Background: an optimization exercise with open tools, aiming at small area and a short achievable clock period. Do not read the settings as production practice. Only simulation tests tie the RTL to the original design; equivalence was not proved. The flow treats the clock pin as an ideal source, which a real chip does not have. Power figures rest on the tool's default switching activity, not on a simulated workload.

fjord:
==> flow/design.v (excerpt) <==
module sprUnitTop (
  input  logic                       CB,
  input  logic                       rstN,
  input  logic                       exeMtspr,
  input  logic                       exeMfspr,
  input  logic [10-1:0]     exeSprf,
  input  logic                       exeBranchAndLink,
  input  logic                       exeBcDecr,
  input  logic [32-1:0]      exeData,
  input  logic                       excSwap01,
  input  logic                       excSwap23,
  input  logic                       excSwapEnable,
  input  logic                       excWbRfci,
  input  logic                       sprHold,
  input  logic [30-1:0] refetchAddr,
  input  logic [32-1:0]      crIn,
  output logic [32-1:0]      readData,
  output logic [32-1:0]      link,
  output logic [32-1:0]      ctr,
  output logic                       ctrEq1,
  output logic                       ctrEq2,
  output logic [16-1:0]     evpr,
  output logic [30-1:0] returnAddr,
  output logic                       exeMtLr,
  output logic                       exeMtCtr
);
Size: roughly 260 I/O pins.
Settings: LEC_CHECK=0, CAP_MARGIN=20, CORE_MARGIN=2, CORE_UTILIZATION=60, CTS_BUF_LIST=sky130_fd_sc_hd__clkbuf_16, CTS_CLUSTER_DIAMETER=80, CTS_CLUSTER_SIZE=20, SETUP_SLACK_MARGIN=2.0, SLEW_MARGIN=20, SYNTH_HIERARCHICAL=1; clock period 5.5 ns.
standard.sh (not shown) runs the stock make flow with config.mk's settings and CLKGATE_MAP_FILE= SYNTH_SCRIPT=/design/flow/synth_recipe.tcl, a recipe that flattens the netlist after the stock synthesis.
==> flow/flow/run.sh <==
#!/bin/bash
# Layout flow: the standard flow (standard.sh, unchanged synthesis) with
#  - every combinational cell started at its smallest drive before floorplan
#    (flow/downsize.tcl); the repair steps size up only where timing needs it
#  - buf_1 port buffers instead of the default delay-cell buffers
#  - area recovery by gate sizing after CTS and after global routing
#    (flow/post_cts.tcl, flow/post_grt.tcl, flow/recover_area.tcl): a cell is
#    made smaller only where the worst setup slack stays as it was; after
#    global routing the cells of the worst path are also sized for speed,
#    and repair_design restores the slew and capacitance headroom
# Each step's full log is in orfs/logs/; make's own output goes to flow_make.log.
set -euo pipefail
here=$(pwd)
export PRE_FLOORPLAN_TCL="$here/flow/downsize.tcl"
export POST_CTS_TCL="$here/flow/post_cts.tcl"
export POST_GLOBAL_ROUTE_TCL="$here/flow/post_grt.tcl"
export BUFFER_PORTS_ARGS="-buffer_cell sky130_fd_sc_hd__buf_1"
bash standard.sh > "$here/flow_make.log" 2>&1
==> flow/flow/post_cts.tcl <==
# After CTS and its timing repair: recover area by gate sizing
# (flow/recover_area.tcl) with placement parasitics.
source [file join [file dirname [info script]] recover_area.tcl]
set ::ra_reestimate 1
estimate_parasitics -placement
recover_area 0.1
detailed_placement
==> flow/flow/post_grt.tcl <==
# After global routing and its timing repair:
#  1. recover area by gate sizing (flow/recover_area.tcl), placement
#     parasitics re-estimated after each change
#  2. repair_design puts back the slew and capacitance headroom
#  3. size the cells of the worst path for speed, global-route parasitics
#     re-estimated after each change
# then legalize, update the global routes of the changed nets and the guides.
source [file join [file dirname [info script]] recover_area.tcl]
set ::ra_reestimate 1
estimate_parasitics -placement
global_route -start_incremental
recover_area 0.1
estimate_parasitics -global_routing
repair_design -cap_margin 20 -slew_margin 20
detailed_placement
global_route -end_incremental
set ::ra_reestimate 2
estimate_parasitics -global_routing
global_route -start_incremental
improve_wns 30
detailed_placement
global_route -end_incremental
estimate_parasitics -global_routing
puts "post_grt: worst setup slack [worst_slack -max], hold [worst_slack -min], slew violations [sta::max_slew_violation_count], cap violations [sta::max_capacitance_violation_count]"
write_guides $::env(RESULTS_DIR)/route.guide
Other scripts of this flow, unchanged in this note and not shown: flow/flow/downsize.tcl, flow/flow/recover_area.tcl
The following lists how quartz was set up differently from fjord:
- SETUP_SLACK_MARGIN no longer set, was 2.0
diff --git a/flow/flow/run.sh b/flow/flow/run.sh
--- a/flow/flow/run.sh
+++ b/flow/flow/run.sh
@@ -6,8 +6,10 @@
 #  - area recovery by gate sizing after CTS and after global routing
 #    (flow/post_cts.tcl, flow/post_grt.tcl, flow/recover_area.tcl): a cell is
-#    made smaller only where the worst setup slack stays as it was; after
+#    made smaller only where the worst setup slack stays as it was (and its
+#    own pins keep 0.05 ns above it); after
 #    global routing the cells of the worst path are also sized for speed,
 #    and repair_design restores the slew and capacitance headroom
-# Each step's full log is in orfs/logs/; make's own output goes to flow_make.log.
+# Each step's full log is in orfs/logs/; make's own output goes to
+# flow_make_cts.log (up to CTS) and flow_make.log (the rest).
 set -euo pipefail
 here=$(pwd)
@@ -16,3 +18,4 @@
 export POST_GLOBAL_ROUTE_TCL="$here/flow/post_grt.tcl"
 export BUFFER_PORTS_ARGS="-buffer_cell sky130_fd_sc_hd__buf_1"
-bash standard.sh > "$here/flow_make.log" 2>&1
+SETUP_SLACK_MARGIN=2.0 bash standard.sh cts > "$here/flow_make_cts.log" 2>&1
+SETUP_SLACK_MARGIN=1.6 bash standard.sh > "$here/flow_make.log" 2>&1
diff --git a/flow/flow/post_cts.tcl b/flow/flow/post_cts.tcl
--- a/flow/flow/post_cts.tcl
+++ b/flow/flow/post_cts.tcl
@@ -4,4 +4,4 @@
 set ::ra_reestimate 1
 estimate_parasitics -placement
-recover_area 0.1
+recover_area 0.05
 detailed_placement
diff --git a/flow/flow/post_grt.tcl b/flow/flow/post_grt.tcl
--- a/flow/flow/post_grt.tcl
+++ b/flow/flow/post_grt.tcl
@@ -10,5 +10,5 @@
 estimate_parasitics -placement
 global_route -start_incremental
-recover_area 0.1
+recover_area 0.05
 estimate_parasitics -global_routing
 repair_design -cap_margin 20 -slew_margin 20
### Flow results
- quartz ended up with exeSprf[0] as its startpoint of the most critical setup path; fjord ended up with exeSprf[7].
- quartz vs. fjord: utilization shows a reduction of 2.5 points, overall routed net length fell by 3.9%, global-route wire length before repair level.
The inputs of garnet differ from those of quartz as listed below.
diff --git a/flow/flow/run.sh b/flow/flow/run.sh
--- a/flow/flow/run.sh
+++ b/flow/flow/run.sh
@@ -18,4 +18,4 @@
 export POST_GLOBAL_ROUTE_TCL="$here/flow/post_grt.tcl"
 export BUFFER_PORTS_ARGS="-buffer_cell sky130_fd_sc_hd__buf_1"
-SETUP_SLACK_MARGIN=2.0 bash standard.sh cts > "$here/flow_make_cts.log" 2>&1
+SETUP_SLACK_MARGIN=2.2 bash standard.sh cts > "$here/flow_make_cts.log" 2>&1
 SETUP_SLACK_MARGIN=1.6 bash standard.sh > "$here/flow_make.log" 2>&1
==> comparison <==
Clock buffer and inverter area fraction after layout essentially unchanged between garnet and quartz. Lower logic depth of the worst register-to-register path was reported by quartz, not garnet. In terms of final total power, quartz and garnet differ only marginally. For clock-net power, garnet and quartz come out practically identical. Any difference in number of nets at the end of the flow between quartz and garnet is small enough to ignore. Comparing garnet and quartz, non-clock buffer count is higher on quartz. The higher peak supply drop of garnet and quartz is in garnet. garnet closes out successfully: all stages finished, all timing, DRC and antenna checks passed. Worst relative slew slack in garnet is 6.0 points below quartz.
Here is what was changed in the inputs of delta compared with garnet.
diff --git a/flow/flow/run.sh b/flow/flow/run.sh
--- a/flow/flow/run.sh
+++ b/flow/flow/run.sh
@@ -6,6 +6,5 @@
 #  - area recovery by gate sizing after CTS and after global routing
 #    (flow/post_cts.tcl, flow/post_grt.tcl, flow/recover_area.tcl): a cell is
-#    made smaller only where the worst setup slack stays as it was (and its
-#    own pins keep 0.05 ns above it); after
+#    made smaller only where the worst setup slack stays as it was; after
 #    global routing the cells of the worst path are also sized for speed,
 #    and repair_design restores the slew and capacitance headroom
@@ -18,4 +17,4 @@
 export POST_GLOBAL_ROUTE_TCL="$here/flow/post_grt.tcl"
 export BUFFER_PORTS_ARGS="-buffer_cell sky130_fd_sc_hd__buf_1"
-SETUP_SLACK_MARGIN=2.2 bash standard.sh cts > "$here/flow_make_cts.log" 2>&1
-SETUP_SLACK_MARGIN=1.6 bash standard.sh > "$here/flow_make.log" 2>&1
+SETUP_SLACK_MARGIN=2.0 bash standard.sh cts > "$here/flow_make_cts.log" 2>&1
+SETUP_SLACK_MARGIN=1.75 bash standard.sh > "$here/flow_make.log" 2>&1
diff --git a/flow/flow/post_cts.tcl b/flow/flow/post_cts.tcl
--- a/flow/flow/post_cts.tcl
+++ b/flow/flow/post_cts.tcl
@@ -4,4 +4,4 @@
 set ::ra_reestimate 1
 estimate_parasitics -placement
-recover_area 0.05
+recover_area 0.1
 detailed_placement
diff --git a/flow/flow/post_grt.tcl b/flow/flow/post_grt.tcl
--- a/flow/flow/post_grt.tcl
+++ b/flow/flow/post_grt.tcl
@@ -10,5 +10,5 @@
 estimate_parasitics -placement
 global_route -start_incremental
-recover_area 0.05
+recover_area 0.1
 estimate_parasitics -global_routing
 repair_design -cap_margin 20 -slew_margin 20
--- outcome ---
Diff garnet -> delta: number of gates on the worst path with buffers counted went down; sum of buffers and inverters on the critical path fell by 1. Diff delta and garnet: routed via count higher in delta. | final worst clock skew | higher: delta |. delta vs garnet — wire length rose 3.1%. Relative to garnet, the total power consumption of the routed design of delta is higher by 0.74%. The share of the final layout cell area in multi-input gates reported for delta is greater than that of garnet by 0.70 points.

afterwards: timing with drivers on the ports:
No port has a modelled driver above. Below, the same layouts with a new extraction and two added sets of constraints.
Step 1: set_driving_cell puts a clkbuf_16 on CB and a buf_2 on each other input, an assumption about the parent block.
Step 2 also shifts input and output timing later by t, the mid clock arrival at the registers, as if the neighbouring blocks saw the same clock.
a / b / c = ideal ports / drivers / drivers and shift; a / b = the first two.
run | t (ns) | setup slack, ns | clock arrival spread, ns | slew at the worst register clock pin (ns) | worst data-port slew with drivers (ns)
fjord | 0.589 | 1.703 / 1.646 / 1.200 | 0.021 / 0.020 | 0.09 / 0.09 | 0.08
quartz | 0.587 | 1.734 / 1.682 / 1.195 | 0.019 / 0.019 | 0.09 / 0.09 | 0.11
garnet | 0.588 | 1.764 / 1.709 / 1.370 | 0.022 / 0.022 | 0.09 / 0.09 | 0.09
delta | 0.589 | 1.733 / 1.703 / 1.406 | 0.019 / 0.019 | 0.09 / 0.09 | 0.12
After both steps setup and hold are still met in every run listed. For quartz, which loses most, drivers alone change the setup slack by -0.052 ns; drivers and shift together by -0.539 ns.
